Context: an optimization exercise on an open-source flow, tuned for small area. The choices shown serve that exercise and are no tape-out recipe. Function was checked by simulation only, so behaviour that the tests miss may differ from the original. Power is estimated from default activity; no workload was simulated.

rev 12:
## gru_fp_sequencer
module gru_fp_sequencer #(
  parameter int INPUTDIMEN = 4,
  parameter int CELLNUM    = 4,
  parameter int DATABIT    = 16,
  parameter int WDEPTH     = 16,
  parameter int TIMEOUT    = 1023,
  localparam int BW = INPUTDIMEN*CELLNUM*DATABIT,
  localparam int XW = INPUTDIMEN*DATABIT,
  localparam int AW = $clog2(WDEPTH)
) (
  input  logic              clk,
  input  logic              rst_n,
  input  logic              start,
  input  logic              reload,
  input  logic              abort,
  input  logic [7:0]        num_steps,
  output logic [AW-1:0]     w_addr,
  input  logic [6*DATABIT-1:0] w_q,
  output logic [BW-1:0]     wxr,
  output logic [BW-1:0]     wxz,
  output logic [BW-1:0]     wxh,
  output logic [BW-1:0]     whr,
  output logic [BW-1:0]     whz,
  output logic [BW-1:0]     whh,
  output logic              xt_req,
  input  logic              xt_valid,
  input  logic [XW-1:0]     xt_in,
  output logic [XW-1:0]     xt_out,
  output logic              hl_start,
  input  logic              hl_done,
  output logic              ave_start,
  output logic [7:0]        ave_t,
  output logic              head_start,
  input  logic              head_done,
  output logic              busy,
  output logic              done,
  output logic              error,
  output logic              weights_valid
);
  localparam int TW = $clog2(TIMEOUT+1);
  localparam int CW = (TW > AW+1) ? TW : AW+1;
  typedef enum logic [3:0] {
    S_IDLE, S_LOAD, S_FETCH, S_RUN, S_WAIT_HL,
  ...
export LEC_CHECK = 0
export CAP_MARGIN = 20
export CORE_AREA = 5 5 315 315
export DIE_AREA = 0 0 320 320
export SLEW_MARGIN = 20
create_clock -name core_clock -period 5.0 [get_ports {clk}]
standard.sh (not shown) runs the stock make flow with config.mk's settings and CLKGATE_MAP_FILE= SYNTH_SCRIPT=/design/flow/synth_recipe.tcl, a recipe that flattens the netlist after the stock synthesis.
==> flow/flow/run.sh <==
#!/bin/bash
set -euo pipefail
cd "$(dirname "$0")/.."
export BUFFER_PORTS_ARGS="-buffer_cell sky130_fd_sc_hd__buf_1"
export PLACE_PINS_ARGS="-min_distance 1 -min_distance_in_tracks"
export CTS_ARGS="-sink_clustering_enable -repair_clock_nets -dont_use_dummy_load -buf_list sky130_fd_sc_hd__clkbuf_4 -sink_clustering_size 10 -sink_clustering_max_diameter 50"
bash standard.sh finish > flow_make.log 2>&1
Rev 12 reached the final stage; the timing, design-rule and antenna checks on its layout passed.
Relative to rev 12, the following input files were edited for rev 13:
==> flow/flow/run.sh <==
#!/bin/bash
set -euo pipefail
cd "$(dirname "$0")/.."
export BUFFER_PORTS_ARGS="-buffer_cell sky130_fd_sc_hd__buf_1"
export PLACE_PINS_ARGS="-min_distance 1 -min_distance_in_tracks"
export CTS_ARGS="-sink_clustering_enable -repair_clock_nets -dont_use_dummy_load -buf_list sky130_fd_sc_hd__clkbuf_8 -sink_clustering_buffer sky130_fd_sc_hd__clkbuf_4 -sink_clustering_size 10 -sink_clustering_max_diameter 50"
bash standard.sh finish > flow_make.log 2>&1
==> comparison <==
Worst slew margin relative to its limit ends up lower on rev 13.
Final area: rev 13 < rev 12
Rev 13 -> rev 12: average cell area after synthesis delta 0, exact match


gru_fp_sequencer, a different RTL version from the one above (not shown whole).
Size in the first run: ~0.049 mm² of cells after synthesis.
Settings: LEC_CHECK=0, CAP_MARGIN=20, CORE_AREA=5 5 315 315, DIE_AREA=0 0 320 320, PLACE_DENSITY=0.8, SLEW_MARGIN=20; clock period 5.0 ns.
==> flow/flow/run.sh <==
#!/bin/bash
set -euo pipefail
cd "$(dirname "$0")/.."
export BUFFER_PORTS_ARGS="-buffer_cell sky130_fd_sc_hd__buf_1"
export PLACE_PINS_ARGS="-min_distance 1 -min_distance_in_tracks"
export CTS_ARGS="-sink_clustering_enable -repair_clock_nets -dont_use_dummy_load -buf_list sky130_fd_sc_hd__clkbuf_8 -sink_clustering_buffer sky130_fd_sc_hd__clkbuf_8 -sink_clustering_size 18 -sink_clustering_max_diameter 80"
bash standard.sh finish > flow_make.log 2>&1
The starting point ran to the end with no violations.
Next try:
Settings changed: CAP_MARGIN 20 to 0, SLEW_MARGIN 20 to 0.
=> The new run finished with timing, DRC and antenna clean; power stays flat; sequential share of layout area is about the same; setup slack gets worse by 0.0099 ns; sequential cell count stays the same; fmax came out lower by 0.30%; global-route usage does not change; utilization is about the same; final area barely changes; combinational power hardly moves; wire length barely changes; clock power hardly moves.
Next try:
==> flow/flow/run.sh (replaced) <==
#!/bin/bash
set -euo pipefail
cd "$(dirname "$0")/.."
export BUFFER_PORTS_ARGS="-buffer_cell sky130_fd_sc_hd__buf_1"
export PLACE_PINS_ARGS="-min_distance 1 -min_distance_in_tracks"
export CTS_ARGS="-sink_clustering_enable -repair_clock_nets -dont_use_dummy_load -buf_list sky130_fd_sc_hd__clkbuf_8 -sink_clustering_buffer sky130_fd_sc_hd__clkbuf_4 -sink_clustering_size 10 -sink_clustering_max_diameter 50"
bash standard.sh finish > flow_make.log 2>&1
Settings changed: CAP_MARGIN 0 to 20, CORE_AREA 5 5 315 315 to 5 5 305 305, DIE_AREA 0 0 320 320 to 0 0 310 310, PLACE_DENSITY 0.8 to unset, SLEW_MARGIN 0 to 20.
After rerunning:
- die area decreases by 6.2%
- sequential cell count stays the same
- clock power climbs by about 3%
- global-route usage came out higher by 2.6 points
- register-to-register slack improves by 0.36 ns
- critical path depth rises by 1
Next try:
Settings changed: CORE_AREA 5 5 305 305 to 5 5 315 315, DIE_AREA 0 0 310 310 to 0 0 320 320.
Utilization is lower by 3.5 points.
Power is about the same.
Wire length is higher slightly.
Area after synthesis stays the same.
Via count is lower slightly.
Final area stays flat.
Maximum frequency is higher slightly.
Sequential power hardly moves.
Clock-buffer cell count is higher by 3.
Next try:
Settings changed: PLACE_DENSITY set to 0.8.
Cell count stays flat. Die area stays the same. Synthesized cell count stays the same. Power hardly moves. Combinational power shrinks by about 0.8%. Critical path depth stays the same. Worst setup slack improved by 0.22 ns. Maximum frequency rises by 6.5%. Hold slack is better by 0.20 ns.

separate check: timing with driven ports:
How much do the figures lean on ideal ports? The routed layouts below were timed once more, with nothing changed but the port constraints. Step 1 sets driving cells, clkbuf_16 on the clock port and buf_2 on the other inputs (assumed; they add their load-dependent delay and slew). Step 2 times the ports against the registers' clock, not the clock port: input delays grow and output delays shrink by t, the midpoint of the rising clock arrivals with the driver on. Three values: ideal ports, drivers, drivers and shift; two values: the first two.
run	t (ns)	setup slack, ns	pins driven straight from the clock port
rev 12	1.159	0.941 / 0.873 / 1.628	1
rev 13	0.910	1.195 / 1.121 / 1.456	1
the first run of note 2	0.832	1.714 / 1.680 / 1.680	1
the second run of note 2	0.834	1.704 / 1.670 / 1.670	1
the third run of note 2	0.897	1.447 / 1.379 / 1.937	1
the fourth run of note 2	0.905	1.484 / 1.413 / 1.806	1
the fifth run of note 2	0.881	1.699 / 1.643 / 1.664	1
After both steps every run listed still meets setup and hold. The setup slack of the fifth run of note 2, which loses most, moves by -0.056 ns with the drivers and by -0.035 ns with both steps.
